What follows belongs to an exercise in optimizing a design on an open flow for small area and a short achievable clock period; a production flow would make more cautious choices. At most, simulation tests tie the RTL to the original design; equivalence was not proved. The clock port is modelled as an ideal driver; clocking choices that lean on that would not hold on a real chip. No activity file was given, so power comes from the tool's default toggle rates.

// instr_mem_loader
module instr_mem_loader #(
  parameter logic [7:0] LOAD_BASE      = 8'h00,
  parameter logic       ERR_ON_HI_BITS = 1'b1
) (
  input  logic       Clk,
  input  logic       Rst,
  input  logic [7:0] i_Addres_Instr_Bus,
  output logic [8:0] o_Instruction,
  input  logic       i_Load_Start,
  input  logic [7:0] i_Load_Byte,
  input  logic       i_Load_Valid,
  output logic       o_Load_Ready,
  output logic       o_Core_Hold,
  output logic       o_Load_Done,
  output logic       o_Load_Err,
  output logic [8:0] o_Load_Count
);
  typedef enum logic [2:0] {
    S_IDLE = 3'd0, S_LEN = 3'd1, S_LO = 3'd2, S_HI = 3'd3, S_DONE = 3'd5
  } state_t;
  state_t     r_state;
  state_t     w_state_nxt;
  logic [8:0] r_mem [256];
  logic [7:0] r_ptr;
  logic [7:0] r_lo;
  logic [8:0] r_remaining;
  logic       r_err_pend;
  logic       r_hold;
  logic       r_err;
  logic [8:0] r_count;
  logic w_ready;
  logic w_accept;
  logic w_last;
  logic w_hi_bad;
  logic w_we;
  logic [15:0] w_dec_lo;
  logic [15:0] w_dec_hi;
  logic [8:0]  w_rd;
  iml_dec4 u_dec_lo (.i_a(i_Addres_Instr_Bus[3:0]), .o_y(w_dec_lo));
  iml_dec4 u_dec_hi (.i_a(i_Addres_Instr_Bus[7:4]), .o_y(w_dec_hi));
  for (genvar b = 0; b < 9; b++) begin : g_bit
    logic [15:0] w_grp_n;
  ...
export LEC_CHECK = 0
export CAP_MARGIN = 20
export CORE_MARGIN = 2
export CORE_UTILIZATION = 70
export CTS_CLUSTER_DIAMETER = 60
export CTS_CLUSTER_SIZE = 25
export PLACE_DENSITY = 0.75
export SETUP_SLACK_MARGIN = 3
export SLEW_MARGIN = 20
export SYNTH_HIERARCHICAL = 1
create_clock -name core_clock -period 8.0 [get_ports {Clk}]
standard.sh (not shown) runs the stock make flow with config.mk's settings and CLKGATE_MAP_FILE= SYNTH_SCRIPT=/design/flow/synth_recipe.tcl, a recipe that flattens the netlist after the stock synthesis.
==> flow/flow/run.sh <==
#!/bin/bash
# Own layout flow: the standard layout (standard.sh, unchanged synthesis
# and steps), with two changes after placement:
#  - clock tree synthesis is told not to add dummy loads (same sink clustering
#    as config.mk sets);
#  - after clock tree synthesis and its timing repair, cells whose paths have
#    slack to spare are sized down where the worst slack does not drop
#    (flow/area_recover.tcl, run from flow/post_cts.tcl).
set -euo pipefail
export IML_FLOW_DIR="$PWD/flow"
export CTS_ARGS="-sink_clustering_enable -repair_clock_nets -sink_clustering_size 25 -sink_clustering_max_diameter 60 -dont_use_dummy_load"
export POST_CTS_TCL="$PWD/flow/post_cts.tcl"
bash standard.sh > standard_flow.log 2>&1
Other scripts of this flow, unchanged in this note and not shown: flow/flow/area_recover.tcl, flow/flow/post_cts.tcl
The starting point finished with timing, DRC and antenna clean.
Change:
Settings changed: CORE_UTILIZATION 70 to 60.
Effect: Wire length came out higher by 1.4%. Via count came out higher by 0.37%. Total power came out lower by 2.2%. Die area came out higher by 16%. Final cell count came out higher by 4.7%. Non-clock buffer count came out higher by 64. Combinational power came out higher by about 5%. Clock skew came out higher by 0.013 ns. Setup slack is better by 0.13 ns. Global-route usage came out lower by 6.1 points.

---

== run A ==
The RTL this note starts from:
==> flow/design.v <==
`default_nettype none
module instr_mem_loader #(
  parameter logic [7:0] LOAD_BASE      = 8'h00,
  parameter logic       ERR_ON_HI_BITS = 1'b1
) (
  input  logic       Clk,
  input  logic       Rst,
  input  logic [7:0] i_Addres_Instr_Bus,
  output logic [8:0] o_Instruction,
  input  logic       i_Load_Start,
  input  logic [7:0] i_Load_Byte,
  input  logic       i_Load_Valid,
  output logic       o_Load_Ready,
  output logic       o_Core_Hold,
  output logic       o_Load_Done,
  output logic       o_Load_Err,
  output logic [8:0] o_Load_Count
);
  typedef enum logic [2:0] {
    S_IDLE = 3'd0, S_LEN = 3'd1, S_LO = 3'd2, S_HI = 3'd3, S_DONE = 3'd5
  } state_t;
  state_t     r_state;
  state_t     w_state_nxt;
  logic [8:0] r_mem [256];
  logic [7:0] r_ptr;
  logic [7:0] r_lo;
  logic [8:0] r_remaining;
  logic       r_err_pend;
  logic       r_hold;
  logic       r_err;
  logic [8:0] r_count;
  logic w_ready;
  logic w_accept;
  logic w_last;
  logic w_hi_bad;
  logic w_we;
  logic [15:0]  w_dec_lo_n;
  logic [15:0]  w_dec_hi_n;
  logic [255:0] w_sel;
  logic [8:0]   w_rd;
  iml_dec4n u_dec_lo (.i_a(i_Addres_Instr_Bus[3:0]), .o_yn(w_dec_lo_n));
  iml_dec4n u_dec_hi (.i_a(i_Addres_Instr_Bus[7:4]), .o_yn(w_dec_hi_n));
  for (genvar r = 0; r < 256; r++) begin : g_sel
    iml_nor2 u_sel (.i_a(w_dec_lo_n[r % 16]), .i_b(w_dec_hi_n[r / 16]), .o_y(w_sel[r]));
  end
  logic [8:0] w_q [256];
  for (genvar r = 0; r < 256; r++) begin : g_q
    assign w_q[r] = r_mem[r];
  end
  for (genvar b = 0; b < 9; b++) begin : g_bit
    logic [85:0] w_l1_n;
    logic [21:0] w_l2;
    logic [5:0]  w_l3_n;
    logic [1:0]  w_l4;
    for (genvar k = 0; k < 85; k++) begin : g_l1
      iml_aoi222 u_aoi (
        .i_a1(w_sel[3*k]),   .i_a2(w_q[3*k][b]),
        .i_b1(w_sel[3*k+1]), .i_b2(w_q[3*k+1][b]),
        .i_c1(w_sel[3*k+2]), .i_c2(w_q[3*k+2][b]),
        .o_yn(w_l1_n[k])
      );
    end
    iml_nand2 u_nand_row255 (.i_a(w_sel[255]), .i_b(w_q[255][b]), .o_y(w_l1_n[85]));
    for (genvar k = 0; k < 21; k++) begin : g_l2
      iml_nand4 u_nand (.i_a(w_l1_n[4*k]), .i_b(w_l1_n[4*k+1]), .i_c(w_l1_n[4*k+2]),
                        .i_d(w_l1_n[4*k+3]), .o_y(w_l2[k]));
    end
    iml_nand2 u_nand_last (.i_a(w_l1_n[84]), .i_b(w_l1_n[85]), .o_y(w_l2[21]));
    for (genvar k = 0; k < 5; k++) begin : g_l3
      iml_nor4 u_nor (.i_a(w_l2[4*k]), .i_b(w_l2[4*k+1]), .i_c(w_l2[4*k+2]),
                      .i_d(w_l2[4*k+3]), .o_yn(w_l3_n[k]));
    end
    iml_nor2 u_nor_last (.i_a(w_l2[20]), .i_b(w_l2[21]), .o_y(w_l3_n[5]));
    for (genvar k = 0; k < 2; k++) begin : g_l4
      iml_nand3 u_nand3 (.i_a(w_l3_n[3*k]), .i_b(w_l3_n[3*k+1]), .i_c(w_l3_n[3*k+2]),
                         .o_y(w_l4[k]));
    end
    iml_or2 u_or (.i_a(w_l4[0]), .i_b(w_l4[1]), .o_y(w_rd[b]));
  end
  assign o_Instruction = w_rd;
  assign o_Load_Ready  = w_ready;
  assign o_Core_Hold   = r_hold;
  assign o_Load_Err    = r_err;
  assign o_Load_Count  = r_count;
  assign w_last   = (r_remaining == 9'd1);
  assign w_hi_bad = ERR_ON_HI_BITS && (i_Load_Byte[7:1] != 7'd0);
  assign w_we     = w_accept && (r_state == S_HI) && !Rst;
  always_ff @(posedge Clk) begin
    if (Rst) begin
      r_state <= S_IDLE;
    end else begin
      r_state <= w_state_nxt;
    end
  end
  always_comb begin
    w_state_nxt = r_state;
    w_ready     = 1'b0;
    o_Load_Done = 1'b0;
    case (r_state)
      S_LEN, S_LO, S_HI: w_ready = 1'b1;
      S_DONE: begin
        o_Load_Done = ~r_err_pend;
        w_state_nxt = S_IDLE;
      end
      default: ;
    endcase
    w_accept = w_ready & i_Load_Valid & ~i_Load_Start;
    if (w_accept) begin
      case (r_state)
        S_LEN: w_state_nxt = S_LO;
        S_LO:  w_state_nxt = S_HI;
        S_HI:  w_state_nxt = w_last ? S_DONE : S_LO;
        default: ;
      endcase
    end
    if (i_Load_Start) begin
      w_state_nxt = S_LEN;
    end
  end
  always_ff @(posedge Clk) begin
    if (Rst) begin
      r_ptr       <= LOAD_BASE;
      r_lo        <= 8'd0;
      r_remaining <= 9'd0;
      r_err_pend  <= 1'b0;
      r_hold      <= 1'b0;
      r_err       <= 1'b0;
      r_count     <= 9'd0;
    end else if (i_Load_Start) begin
      r_ptr       <= LOAD_BASE;
      r_remaining <= 9'd0;
      r_err_pend  <= 1'b0;
      r_hold      <= 1'b1;
      r_err       <= 1'b0;
      r_count     <= 9'd0;
    end else begin
      if (w_accept) begin
        case (r_state)
          S_LEN: r_remaining <= (i_Load_Byte == 8'd0) ? 9'd256 : {1'b0, i_Load_Byte};
          S_LO:  r_lo <= i_Load_Byte;
          S_HI: begin
            r_ptr       <= r_ptr + 8'd1;
            r_remaining <= r_remaining - 9'd1;
            if (r_count != 9'h100) begin
              r_count <= r_count + 9'd1;
            end
            if (w_hi_bad) begin
              r_err_pend <= 1'b1;
            end
          end
          default: ;
        endcase
      end
      if (r_state == S_DONE) begin
        if (r_err_pend) begin
          r_err <= 1'b1;
        end else begin
          r_hold <= 1'b0;
        end
        r_err_pend <= 1'b0;
      end
    end
  end
  always_ff @(posedge Clk) begin
    if (w_we) begin
      r_mem[r_ptr] <= {i_Load_Byte[0], r_lo};
    end
  end
endmodule
module iml_dec4n (
  input  logic [3:0]  i_a,
  output logic [15:0] o_yn
);
  for (genvar i = 0; i < 16; i++) begin : g_y
    assign o_yn[i] = (i_a != i);
  end
endmodule
module iml_nor2 (input logic i_a, i_b, output logic o_y);
  assign o_y = ~(i_a | i_b);
endmodule
module iml_nand2 (input logic i_a, i_b, output logic o_y);
  assign o_y = ~(i_a & i_b);
endmodule
module iml_nand3 (input logic i_a, i_b, i_c, output logic o_y);
  assign o_y = ~(i_a & i_b & i_c);
endmodule
module iml_nand4 (input logic i_a, i_b, i_c, i_d, output logic o_y);
  assign o_y = ~(i_a & i_b & i_c & i_d);
endmodule
module iml_nor4 (input logic i_a, i_b, i_c, i_d, output logic o_yn);
  assign o_yn = ~(i_a | i_b | i_c | i_d);
endmodule
module iml_or2 (input logic i_a, i_b, output logic o_y);
  assign o_y = i_a | i_b;
endmodule
module iml_aoi222 (
  input  logic i_a1, i_a2, i_b1, i_b2, i_c1, i_c2,
  output logic o_yn
);
  assign o_yn = ~((i_a1 & i_a2) | (i_b1 & i_b2) | (i_c1 & i_c2));
endmodule
`default_nettype wire
export LEC_CHECK = 0
export CAP_MARGIN = 20
export CORE_MARGIN = 2
export CORE_UTILIZATION = 60
export CTS_CLUSTER_DIAMETER = 60
export CTS_CLUSTER_SIZE = 25
export PLACE_DENSITY = 0.75
export SETUP_SLACK_MARGIN = 3
export SLEW_MARGIN = 20
export SYNTH_HIERARCHICAL = 1
create_clock -name core_clock -period 8.0 [get_ports {Clk}]
==> flow/flow/run.sh <==
#!/bin/bash
# Own layout flow: the standard layout (standard.sh, unchanged synthesis
# and steps), with clock tree synthesis told not to add dummy loads. The tree
# keeps the same sink clustering as config.mk sets.
set -euo pipefail
export CTS_ARGS="-sink_clustering_enable -repair_clock_nets -sink_clustering_size 25 -sink_clustering_max_diameter 60 -dont_use_dummy_load"
bash standard.sh > standard_flow.log 2>&1
diff inputs: run A => run B
Settings: clearing PLACE_DENSITY, which used to be 0.75.
## What came out
Re path depth of the worst reg2reg path: no difference whatsoever between run B and run A. Cell count after synthesis: run A vs run B — no meaningful difference. Looking at worst hold slack, run B sits 31 ps below run A. Run A has higher delay contributed by the slowest stage of the critical path than run B. Looking at final design utilization, run B sits 0.44 points below run A.
Changes in run C relative to run B:
==> flow/run.sh (new file) <==
#!/bin/bash
# synth_recipe.tcl (not shown) runs the flow's synth.tcl, then flattens the netlist and writes it again
# the make line also repeats each setting of config.mk as NAME=value (left out here)
make -C /OpenROAD-flow-scripts/flow DESIGN_CONFIG=/design/flow/config.mk WORK_HOME=/design/flow/orfs CLKGATE_MAP_FILE= SYNTH_SCRIPT=/design/flow/synth_recipe.tcl finish
removed: flow/flow/run.sh
removed: flow/standard.sh
==> run summary <==
Summary of run C over run B: via count rose by about 1%; antenna diode count saw an increase; core utilization shows an increase of 1.1 points; final area went up; clock power saw an increase. Any difference in proportion of register bits with asynchronous set or reset after synthesis between run C and run B is small enough to ignore.

---

Setup of before:
RTL: one of the versions met above, not the one the previous note started from.
Size: ~2300 flip-flops, roughly 85000 µm² of cells after synthesis.
export LEC_CHECK = 0
export CAP_MARGIN = 20
export CORE_MARGIN = 2
export CORE_UTILIZATION = 60
export CTS_CLUSTER_DIAMETER = 60
export CTS_CLUSTER_SIZE = 25
export PLACE_DENSITY = 0.75
export SETUP_SLACK_MARGIN = 3
export SLEW_MARGIN = 20
export SYNTH_HIERARCHICAL = 1
create_clock -name core_clock -period 8.0 [get_ports {Clk}]
==> flow/flow/run.sh <==
#!/bin/bash
# Own layout flow: the standard layout (standard.sh, unchanged synthesis
# and steps), with clock tree synthesis told not to add dummy loads. The tree
# keeps the same sink clustering as config.mk sets.
set -euo pipefail
export CTS_ARGS="-sink_clustering_enable -repair_clock_nets -sink_clustering_size 25 -sink_clustering_max_diameter 60 -dont_use_dummy_load"
bash standard.sh > standard_flow.log 2>&1
Here is what was changed in the inputs of after compared with before.
--- a/flow/config.mk
+++ b/flow/config.mk
@@ -13 +13 @@
-export PLACE_DENSITY = 0.75
+export PLACE_DENSITY = 0.85
### Flow results
- Although it ran to completion, after produced a layout that fails the final checks because of max-capacitance violations, max-slew violations.
- after vs. before: total wire length after detailed routing rose 2500 µm; number of buffers created by CTS rose by 9.1%.
- When after is measured against before, its global-route total usage across every layer turns out 1.5 points lower.
- before → after: worst-path maximum fanout fell by 2, slack of the critical path decreased by 0.34 ns relative to the old numbers, first-iteration DRC count higher, critical path depth saw an increase.

---

Another version of the RTL of instr_mem_loader (not shown whole).
Size in the first run: roughly 4400 cells after synthesis, ~2300 flip-flops, about 42 I/O pins, ~91000 µm² of cells after synthesis.
Settings: LEC_CHECK=0, CAP_MARGIN=20, CORE_MARGIN=2, CORE_UTILIZATION=40, SLEW_MARGIN=20; clock period 8.0 ns.
run.sh (not shown) runs the stock make flow with config.mk's settings and CLKGATE_MAP_FILE= SYNTH_SCRIPT=/design/flow/synth_recipe.tcl, a recipe that flattens the netlist after the stock synthesis.
Stock flow here: none of the scripts above is used.
The starting point produced a clean layout.
Edit:
--- a/flow/config.mk
+++ b/flow/config.mk
@@ -10,0 +11 @@
+export SETUP_SLACK_MARGIN = 3
Outcome:
- final area grows by about 3%
- worst hold slack gets better by 21 ps
- setup slack gets better by 1600 ps
- clock power stays flat
- sequential power hardly moves
- flip-flop and latch count is unchanged
- critical path depth shrinks by 2
Function was not checked in any run of this note: the RTL went through the layout flow alone.

[re-timing with driven ports]
In the flow no input, the clock included, has a driving cell. The finished layouts below were timed again as built, in two steps.
Step 1 (the two cells are an assumption about what drives the block):
set clk [get_ports {Clk}]
set_driving_cell -lib_cell sky130_fd_sc_hd__clkbuf_16 $clk
set_driving_cell -lib_cell sky130_fd_sc_hd__buf_2 [delete_from_list [all_inputs] $clk]
Step 2, shift: input delay + t, output delay - t, t = (earliest + latest rising clock arrival at the registers) / 2. This alone moves slack from input paths to output paths.
a / b / c = ideal / step 1 / step 2; a / b = the first two.
| run | t (ns) | setup slack, ns | worst setup path at the end |
|---|---|---|---|
| the first run of note 1 | 0.817 | 2.091 / 1.929 / 1.929 | input to output |
| the second run of note 1 | 0.839 | 2.224 / 1.918 / 1.918 | input to output |
| run A | 0.855 | 1.814 / 1.763 / 1.763 | input to output |
| run B | 0.861 | 1.727 / 1.660 / 1.660 | input to output |
| run C | 0.872 | 1.751 / 1.659 / 1.659 | input to output |
| before | 0.841 | 2.257 / 1.971 / 1.971 | input to output |
| after | 0.870 | 1.916 / 1.730 / 1.730 | input to output |
| the first run of note 4 | 0.930 | 0.704 / 0.655 / 0.655 | input to output |
| the second run of note 4 | 0.946 | 2.286 / 1.773 / 1.773 | input to output |
The setup slack of the second run of note 4, which loses most, moves by -0.513 ns with the drivers and by -0.513 ns with both steps.
